Background: an optimization exercise with open tools, aiming at small area, a short achievable clock period and few clock cycles per item. Do not read the settings as production practice. Only simulation tests tie the RTL to the original design; equivalence was not proved.

==> inputs of run a <==
// cartesian_to_spherical_core
module cartesian_to_spherical_core #(
  parameter int unsigned COORD_WIDTH   = 24,
  parameter int unsigned ANGLE_WIDTH   = 16,
  parameter int unsigned CORDIC_STAGES = 16
) (
  input  wire logic                          clk_i,
  input  wire logic                          rst_ni,
  input  wire logic                          cart_valid_i,
  output      logic                          cart_ready_o,
  input  wire logic signed [COORD_WIDTH-1:0] cart_x_i,
  input  wire logic signed [COORD_WIDTH-1:0] cart_y_i,
  input  wire logic signed [COORD_WIDTH-1:0] cart_z_i,
  output      logic                          sph_valid_o,
  input  wire logic                          sph_ready_i,
  output      logic [ANGLE_WIDTH-1:0]        sph_theta_o,
  output      logic [ANGLE_WIDTH-1:0]        sph_psi_o,
  output      logic [COORD_WIDTH-1:0]        sph_radius_o,
  output      logic                          sph_zero_vector_o
);
Settings: LEC_CHECK=0, ABC_CLOCK_PERIOD_IN_PS=2500, CAP_MARGIN=20, CORE_MARGIN=2, CORE_UTILIZATION=40, SLEW_MARGIN=20; clock period 10.0 ns.
standard.sh (not shown) runs the stock make flow with config.mk's settings and CLKGATE_MAP_FILE= SYNTH_SCRIPT=/design/flow/synth_recipe.tcl, a recipe that flattens the netlist after the stock synthesis.
==> flow/flow/run.sh <==
#!/bin/bash
# Standard layout with timing repair aimed at a shorter period than the
# clock constraint: the same constraint file, a larger setup margin.
set -euo pipefail
MARGIN=$(cat flow/margin.txt)
bash standard.sh SETUP_SLACK_MARGIN="$MARGIN" finish > flow_make.log 2>&1
==> flow/flow/margin.txt <==
6.5
==> inputs of run b, as changes to run a <==
==> flow/flow/margin.txt (replaced) <==
6.8
==> inputs of run c, as changes to run a <==
--- a/flow/design.v
+++ b/flow/design.v
@@ -423,11 +423,10 @@
     logic [32:0]    a_out;
     logic [BOW-1:0] b_out;
     logic [k+1:0]   d_out;
     logic [CW-1:0]  sb_out;
     logic [31:0]    angq;       
-    logic [AW-1:0]  th_q;       
     if (k == 1) begin : g_first
       assign a_in  = s1_a_q;
       assign b_in  = s1_b_q[BI-1:0];
       assign d_in  = s1_d_q;
       assign sb_in = s1_z_q;
@@ -452,17 +451,17 @@
         if (en) begin
           angq <= s;
         end
       end
     end else if (k == NR - 1) begin : g_ang
-      logic [31:0]   s;
+      logic [31:0] s;
       c2s_angle_step #(.G(3)) u_st (
-        .acc(g_p1[k-1].angq), .dir({!b_in[BI-1], d_in[k:k-2]}), .s(s)
+        .acc(g_p1[k-1].angq), .dir({1'b0, d_in[k:k-2]}), .s(s)
       );
       always_ff @(posedge clk_i) begin
         if (en) begin
-          th_q <= (a_in == '0) ? '0 : s[31:16];
+          angq <= s;
         end
       end
     end
     c2s_cordic_cell #(
       .K (k), .BI (BI), .BO (BO), .DI (k + 1), .SBW (CW)
@@ -476,23 +475,34 @@
   logic signed [CW-1:0] zv;
   logic [63:0]        m1_s, m1_c;
   assign pa1 = g_p1[NR-1].a_out;
   assign zv  = g_p1[NR-1].sb_out;
   c2s_kmul #(.OFS(64'd1 << 30)) u_m1 (.a(pa1), .s_o(m1_s), .c_o(m1_c));
+  localparam logic [31:0] TWO_AT15 = 2 * c2s_pkg::atan_turns(15);
+  logic [31:0]   th_ang;
+  logic          th_co;
+  logic          xy0;
+  logic [AW-1:0] theta;
+  c2s_add #(.W(32)) u_th (
+    .a(g_p1[NR-1].angq), .b(g_p1[NR-1].d_out[NR] ? TWO_AT15 : 32'd0), .ci(1'b0),
+    .s(th_ang), .co(th_co)
+  );
+  assign xy0   = (pa1 == '0);
+  assign theta = xy0 ? '0 : th_ang[31:16];
   logic [63:0]   m1_s_q, m1_c_q;
   logic [AW-1:0] m1_th_q;
   logic [CW:0]   m1_zm_q;   
   logic          m1_sz_q;   
   logic          m1_xy_q;   
   always_ff @(posedge clk_i) begin
     if (en) begin
       m1_s_q  <= m1_s;
       m1_c_q  <= m1_c;
-      m1_th_q <= g_p1[NR-1].th_q;
+      m1_th_q <= theta;
       m1_zm_q <= zv[CW-1] ? -((CW+1)'(zv)) : (CW+1)'(zv);
       m1_sz_q <= zv[CW-1];
-      m1_xy_q <= (pa1 == '0);
+      m1_xy_q <= xy0;
     end
   end
   logic [62:0]   m2_p;
   logic          m2_co;
   c2s_add #(.W(63)) u_m2 (.a(m1_s_q[62:0]), .b(m1_c_q[62:0]), .ci(1'b0), .s(m2_p), .co(m2_co));
@@ -572,11 +582,11 @@
         end
       end
     end else if (k == NR - 1) begin : g_ang
       logic [31:0] s;
       c2s_angle_step #(.G(3)) u_st (
-        .acc(g_p2[k-1].angq), .dir({!b_in[BI-1], d_in[k:k-2]}), .s(s)
+        .acc(g_p2[k-1].angq), .dir({1'b0, d_in[k:k-2]}), .s(s)
       );
       always_ff @(posedge clk_i) begin
         if (en) begin
           angq <= s;
         end
@@ -590,37 +600,45 @@
       .a_o (a_out), .b_o (b_out), .dir_o (d_out), .sb_o (sb_out)
     );
   end
   logic [32:0]   pa2;
   logic [63:0]   n1_s, n1_c;
+  logic [31:0]   ps_sum;
+  logic          ps_co;
+  assign pa2 = g_p2[NR-1].a_out;
+  c2s_kmul #(.OFS((64'd1 << 30) + (64'd1 << 38))) u_m3 (.a(pa2), .s_o(n1_s), .c_o(n1_c));
+  c2s_add #(.W(32)) u_ps (
+    .a(g_p2[NR-1].angq), .b(g_p2[NR-1].d_out[NR] ? TWO_AT15 : 32'd0), .ci(1'b0),
+    .s(ps_sum), .co(ps_co)
+  );
+  logic          az;
+  assign az = (pa2 == '0);
+  logic [63:0]   n1_s_q, n1_c_q;
+  logic [31:0]   n1_ps_q;
+  logic [AW:0]   n1_sb_q;   
+  always_ff @(posedge clk_i) begin
+    if (en) begin
+      n1_s_q  <= n1_s;
+      n1_c_q  <= n1_c;
+      n1_ps_q <= ps_sum;
+      n1_sb_q <= {g_p2[NR-1].sb_out, az};
+    end
+  end
   logic [31:0]   ps_ang;
   logic [AW-1:0] ps_rnd, psi;
-  assign pa2    = g_p2[NR-1].a_out;
-  assign ps_ang = g_p2[NR-1].angq;
-  c2s_kmul #(.OFS((64'd1 << 30) + (64'd1 << 38))) u_m3 (.a(pa2), .s_o(n1_s), .c_o(n1_c));
+  assign ps_ang = n1_ps_q;
   assign ps_rnd = ps_ang[31:16] + AW'(ps_ang[15]);
   always_comb begin
-    if (ps_ang[31] && ps_ang[30]) begin
+    if (n1_sb_q[0] || (ps_ang[31] && ps_ang[30])) begin
       psi = '0;
     end else if (ps_ang[31] && (ps_ang[30:0] != '0)) begin
       psi = AW'(1) << (AW - 1);
     end else begin
       psi = ps_rnd;
     end
   end
-  logic          az;
-  assign az = (pa2 == '0);
-  logic [63:0]   n1_s_q, n1_c_q;
-  logic [2*AW:0] n1_sb_q;   
-  always_ff @(posedge clk_i) begin
-    if (en) begin
-      n1_s_q  <= n1_s;
-      n1_c_q  <= n1_c;
-      n1_sb_q <= {g_p2[NR-1].sb_out, az ? '0 : psi, az};
-    end
-  end
   logic [62:0]   rho;
   logic          rho_co;
   c2s_add #(.W(63)) u_rho (.a(n1_s_q[62:0]), .b(n1_c_q[62:0]), .ci(1'b0), .s(rho), .co(rho_co));
-  assign res = {n1_sb_q[2*AW:1], rho[62:39], n1_sb_q[0]};
+  assign res = {n1_sb_q[AW:1], psi, rho[62:39], n1_sb_q[0]};
 endmodule
 `default_nettype wire
--- a/flow/config.mk
+++ b/flow/config.mk
@@ -7,6 +7,8 @@
 export LEC_CHECK = 0
 export ABC_CLOCK_PERIOD_IN_PS = 2500
 export CAP_MARGIN = 20
 export CORE_MARGIN = 2
 export CORE_UTILIZATION = 40
+export CTS_CLUSTER_DIAMETER = 150
+export CTS_CLUSTER_SIZE = 30
 export SLEW_MARGIN = 20
==> summary of the runs <==
Of run c and run b, run c has the higher synthesized cell count (gap 0.58%, measured against run b).
Via count: run b is higher than run a (about 1.6%).
In run a the fmax is smaller than in run c, by 2.1%.
Synthesized area is the same in run b and run a.
Against run c, the count of clock-buffer cells in the layout of run a is higher by 298.
Of run c and run a, run c has the higher flip-flop and latch count (gap 32).
Die area is the same in run b and run a.
Core utilization: run c is lower than run a (1.8 points).
Testbench counts of run a, summed over its fixed seeds: cycles 8,488, items 8,192.
Testbench counts of run b, summed over its fixed seeds: cycles 8,488, items 8,192.
Testbench counts of run c, summed over its fixed seeds: cycles 8,488, items 8,192.

re-timing with driven ports:
The results above use ideal ports. As a check the final layouts listed here were re-extracted and re-timed, cells and wires unchanged. Step 1 assumes that a clkbuf_16 drives the clock port and a buf_2 every other input. Step 2 times the ports against the registers' clock, not the clock port: input delays grow and output delays shrink by t, the midpoint of the rising clock arrivals with the driver on. a / b / c = no drivers / after step 1 / after step 2; a / b = the first two.
run	shift t [ns]	slack for setup (ns)	hold WS [ns]	latest minus earliest clock arrival (ns)	worst data-port slew with drivers (ns)
run a	1.071	5.791 / 5.791 / 5.791	0.391 / 0.391 / 0.391	0.102 / 0.102	0.09
run b	1.070	5.803 / 5.803 / 5.803	0.396 / 0.396 / 0.396	0.102 / 0.102	0.09
run c	1.004	5.880 / 5.880 / 5.880	0.398 / 0.398 / 0.398	0.097 / 0.097	0.07
After both steps setup and hold are still met in every run listed.
